This design comes from an exercise in tuning for small area and a short achievable clock period on the open sky130 flow, not from production work. Only simulation tests tie the RTL to the original design; equivalence was not proved. Power figures rest on the tool's default switching activity, not on a simulated workload.

## JK
Design eee_imgproc, start of the top module:
module eee_imgproc #(
	parameter int IMAGE_W = 640,
	parameter int IMAGE_H = 480,
	parameter int MSG_INTERVAL = 6,
	parameter int MSG_DEPTH = 128
) (
	input  logic                clk,
	input  logic                reset_n,
	input  logic                s_chipselect,
	input  logic                s_read,
	input  logic                s_write,
	input  logic [2:0]          s_address,
	input  logic [31:0]         s_writedata,
	output logic [31:0]         s_readdata,
	input  imgproc_pkg::pixel_t sink_data,
	input  logic                sink_valid,
	output logic                sink_ready,
	input  logic                sink_sop,
	input  logic                sink_eop,
	output imgproc_pkg::pixel_t source_data,
	output logic                source_valid,
	input  logic                source_ready,
	output logic                source_sop,
	output logic                source_eop,
	input  logic                mode
);
Size: ~5600 cells after synthesis, roughly 2400 flip-flops, about 130 I/O pins.
Settings: LEC_CHECK=0, CAP_MARGIN=20, CORE_MARGIN=2, CORE_UTILIZATION=62, PLACE_DENSITY=0.74, SLEW_MARGIN=20; clock period 40.0 ns.
standard.sh (not shown) runs the stock make flow with config.mk's settings and CLKGATE_MAP_FILE= SYNTH_SCRIPT=/design/flow/synth_recipe.tcl, a recipe that flattens the netlist after the stock synthesis.
==> flow/flow/run.sh <==
#!/bin/bash
# Layout flow: the standard synthesis and layout (standard.sh), with these
# changes to how the layout is made:
#  - synthesis maps the combinational logic with an area-oriented ABC script
#    (flow/abc_area_map.script) in place of ORFS's speed script, and leaves
#    adders to ABC rather than to ORFS's half/full-adder cell mapping;
#    everything else in synthesis, registers included, is the standard
#    synthesis;
#  - repair_timing aims for more setup slack than the design's clock period
#    needs, so that it also shortens the port-to-port path
#    source_ready -> sink_ready, which sets the achieved period;
#  - source_ready and sink_ready are placed next to each other on the edge;
#  - the port buffers are the smallest plain buffer (repair upsizes them
#    where timing needs it);
#  - the clock tree uses larger sink clusters and no dummy loads.
# The clock period, the SDC and the other settings are the standard flow's, unchanged.
# Each step's full output goes to a log file of its own in this folder; ORFS's
# per-stage logs are under orfs/logs/.
set -euo pipefail

here=$(pwd)

# ORFS's scripts with only the ABC speed script replaced
rm -rf "$here/orfs_scripts"
cp -r "$FLOW_HOME/scripts" "$here/orfs_scripts"
cp "$here/flow/abc_area_map.script" "$here/orfs_scripts/abc_speed.script"

bash standard.sh synth "SCRIPTS_DIR=$here/orfs_scripts" "ADDER_MAP_FILE=" > synth.log 2>&1

bash standard.sh finish \
	"SETUP_SLACK_MARGIN=${SETUP_MARGIN:-23.75}" \
	"IO_CONSTRAINTS=$here/flow/io.tcl" \
	"BUFFER_PORTS_ARGS=-buffer_cell sky130_fd_sc_hd__buf_1" \
	"CTS_ARGS=-sink_clustering_enable -repair_clock_nets -sink_clustering_size 25 -sink_clustering_max_diameter 100 -dont_use_dummy_load" \
	> layout.log 2>&1
==> flow/flow/abc_area_map.script <==
strash
&get -n
&fraig -x
&put
dc2
strash
&get -n
&dch -f
&nf -R 1000
&put
strash
&get -n
&dch -f
&nf -R 1000
&put
==> flow/flow/io.tcl <==
# keep the two ends of the combinational port-to-port path together
set_io_pin_constraint -group -order -pin_names {source_ready sink_ready}
Modified inputs, MS compared to JK
- swapping 0.74 for 0.8 in PLACE_DENSITY
- swapping 62 for 68 in CORE_UTILIZATION
==> results.txt <==
Relative to JK, the maximum ir drop on the vdd rail of MS is higher by about 40%. Row detailed-route via count: MS higher / JK lower. MS vs JK: chip width down by a few percent. On MS: share of total power consumed by net switching is 0.21 points lower than what JK gave. Starting utilization of the core area was higher in MS than in JK. Leakage power summed over all cells for MS: 0.35% down relative to JK. Share of the core filled with cells in the final layout: lower on JK. Reported clock group power across JK and MS: no real change. | power dissipated by switching net loads | MS vs JK | about 1.2% lower |.
For AL, these inputs were changed with respect to MS:
- a change of PLACE_DENSITY from 0.8 to 0.7
- an added CTS_CLUSTER_DIAMETER of 100
- an added CTS_CLUSTER_SIZE of 25
- a change of CORE_UTILIZATION from 68 to 55
==> flow/run.sh (new file) <==
#!/bin/bash
# synth_recipe.tcl (not shown) runs the flow's synth.tcl, then flattens the netlist and writes it again
# the make line also repeats each setting of config.mk as NAME=value (left out here)
make -C /OpenROAD-flow-scripts/flow DESIGN_CONFIG=/design/flow/config.mk WORK_HOME=/design/flow/orfs CLKGATE_MAP_FILE= SYNTH_SCRIPT=/design/flow/synth_recipe.tcl finish
removed: flow/flow/run.sh
removed: flow/flow/abc_area_map.script
removed: flow/flow/io.tcl
removed: flow/standard.sh
Notes after the runs:
Taking MS as 1.0, AL lands at 1.13 on leakage component of the power.
In AL the power share of the clock group turned out 0.4 points higher than in MS.
AL ends up with higher combinational share of power than MS does.
MS → AL: number of fill cells in the layout rose about 70%, total die area rose about 30%.
Changes observed in AL relative to MS: register cell area after layout ~0 delta; met1 usage in global routing fell by 11 points.
Changes in TR relative to AL:
- CTS_CLUSTER_DIAMETER removed (was 100)
- CTS_CLUSTER_SIZE removed (was 25)
==> flow/flow/run.sh (new file) <==
#!/bin/bash
# Layout flow: the standard synthesis and layout (standard.sh), with these
# changes to how the layout is made:
#  - synthesis maps the combinational logic with an area-oriented ABC script
#    (flow/abc_area_map.script) in place of ORFS's speed script, and leaves
#    adders to ABC rather than to ORFS's half/full-adder cell mapping;
#    everything else in synthesis, registers included, is the standard
#    synthesis;
#  - repair_timing aims for more setup slack than the design's clock period
#    needs, so that it also shortens the port-to-port path
#    source_ready -> sink_ready, which sets the achieved period;
#  - source_ready and sink_ready are placed next to each other on the edge;
#  - the port buffers are the smallest plain buffer (repair upsizes them
#    where timing needs it);
#  - the clock tree uses larger sink clusters and no dummy loads.
# The clock period, the SDC and the other settings are the standard flow's, unchanged.
# Each step's full output goes to a log file of its own in this folder; ORFS's
# per-stage logs are under orfs/logs/.
set -euo pipefail

here=$(pwd)

# ORFS's scripts with only the ABC speed script replaced
rm -rf "$here/orfs_scripts"
cp -r "$FLOW_HOME/scripts" "$here/orfs_scripts"
cp "$here/flow/abc_area_map.script" "$here/orfs_scripts/abc_speed.script"

bash standard.sh synth "SCRIPTS_DIR=$here/orfs_scripts" "ADDER_MAP_FILE=" > synth.log 2>&1

bash standard.sh finish \
	"SETUP_SLACK_MARGIN=${SETUP_MARGIN:-23.6}" \
	"IO_CONSTRAINTS=$here/flow/io.tcl" \
	"BUFFER_PORTS_ARGS=-buffer_cell sky130_fd_sc_hd__buf_1" \
	"CTS_ARGS=-sink_clustering_enable -repair_clock_nets -sink_clustering_size 25 -sink_clustering_max_diameter 100 -dont_use_dummy_load" \
	> layout.log 2>&1
==> flow/flow/abc_area_map.script (new file) <==
strash
&get -n
&fraig -x
&put
dc2
strash
&get -n
&dch -f
&nf -R 1000
&put
==> flow/flow/io.tcl (new file) <==
# keep the two ends of the combinational port-to-port path together
set_io_pin_constraint -group -order -pin_names {source_ready sink_ready}
==> flow/standard.sh (new file) <==
#!/bin/bash
# synth_recipe.tcl (not shown) runs the flow's synth.tcl, then flattens the netlist and writes it again
# the make line also repeats each setting of config.mk as NAME=value (left out here)
make -C /OpenROAD-flow-scripts/flow DESIGN_CONFIG=/design/flow/config.mk WORK_HOME=/design/flow/orfs CLKGATE_MAP_FILE= SYNTH_SCRIPT=/design/flow/synth_recipe.tcl "${@:-finish}"
removed: flow/run.sh
## What came out
Comparing the two runs side by side, TR comes out ahead of AL on via count.
The per-cell routed wire length in TR sits 2.6 um above the value recorded for AL.
Clock power went down by a few percent going from AL to TR.
Side by side, reported leakage power turned out lower in TR than in AL.
Final critical path time including I/O delays and setup in TR vs AL: down 790 ps
In TR, the worst-case hold slack came out 56 ps above the value in AL.
In TR the multi-input combinational area share turned out 3.3 points lower than in AL.
Looking at global-route wire length before repair across both flows, TR is the stronger of the two, with AL trailing.

## separate check: timing with driven ports
No port has a modelled driver above. Below, the same layouts with a new extraction and two added sets of constraints. Step 1 sets driving cells, clkbuf_16 on the clock port and buf_2 on the other inputs (assumed; they add their load-dependent delay and slew). Step 2 also shifts input and output timing later by t, the mid clock arrival at the registers, as if the neighbouring blocks saw the same clock. a / b / c = no drivers / after step 1 / after step 2; a / b = the first two.
run | t, ns | setup slack, ns | worst register clock-pin slew, ns | cell pins on the clock port's net
JK | 0.826 | 23.557 / 23.527 / 23.527 | 0.11 / 0.11 | 1
MS | 0.842 | 23.525 / 23.501 / 23.501 | 0.10 / 0.10 | 1
AL | 0.865 | 22.797 / 22.773 / 22.773 | 0.11 / 0.11 | 1
TR | 0.842 | 23.586 / 23.564 / 23.564 | 0.11 / 0.11 | 1
After both steps every run listed still meets setup and hold. For JK, which loses most, drivers alone change the setup slack by -0.030 ns; drivers and shift together by -0.030 ns.
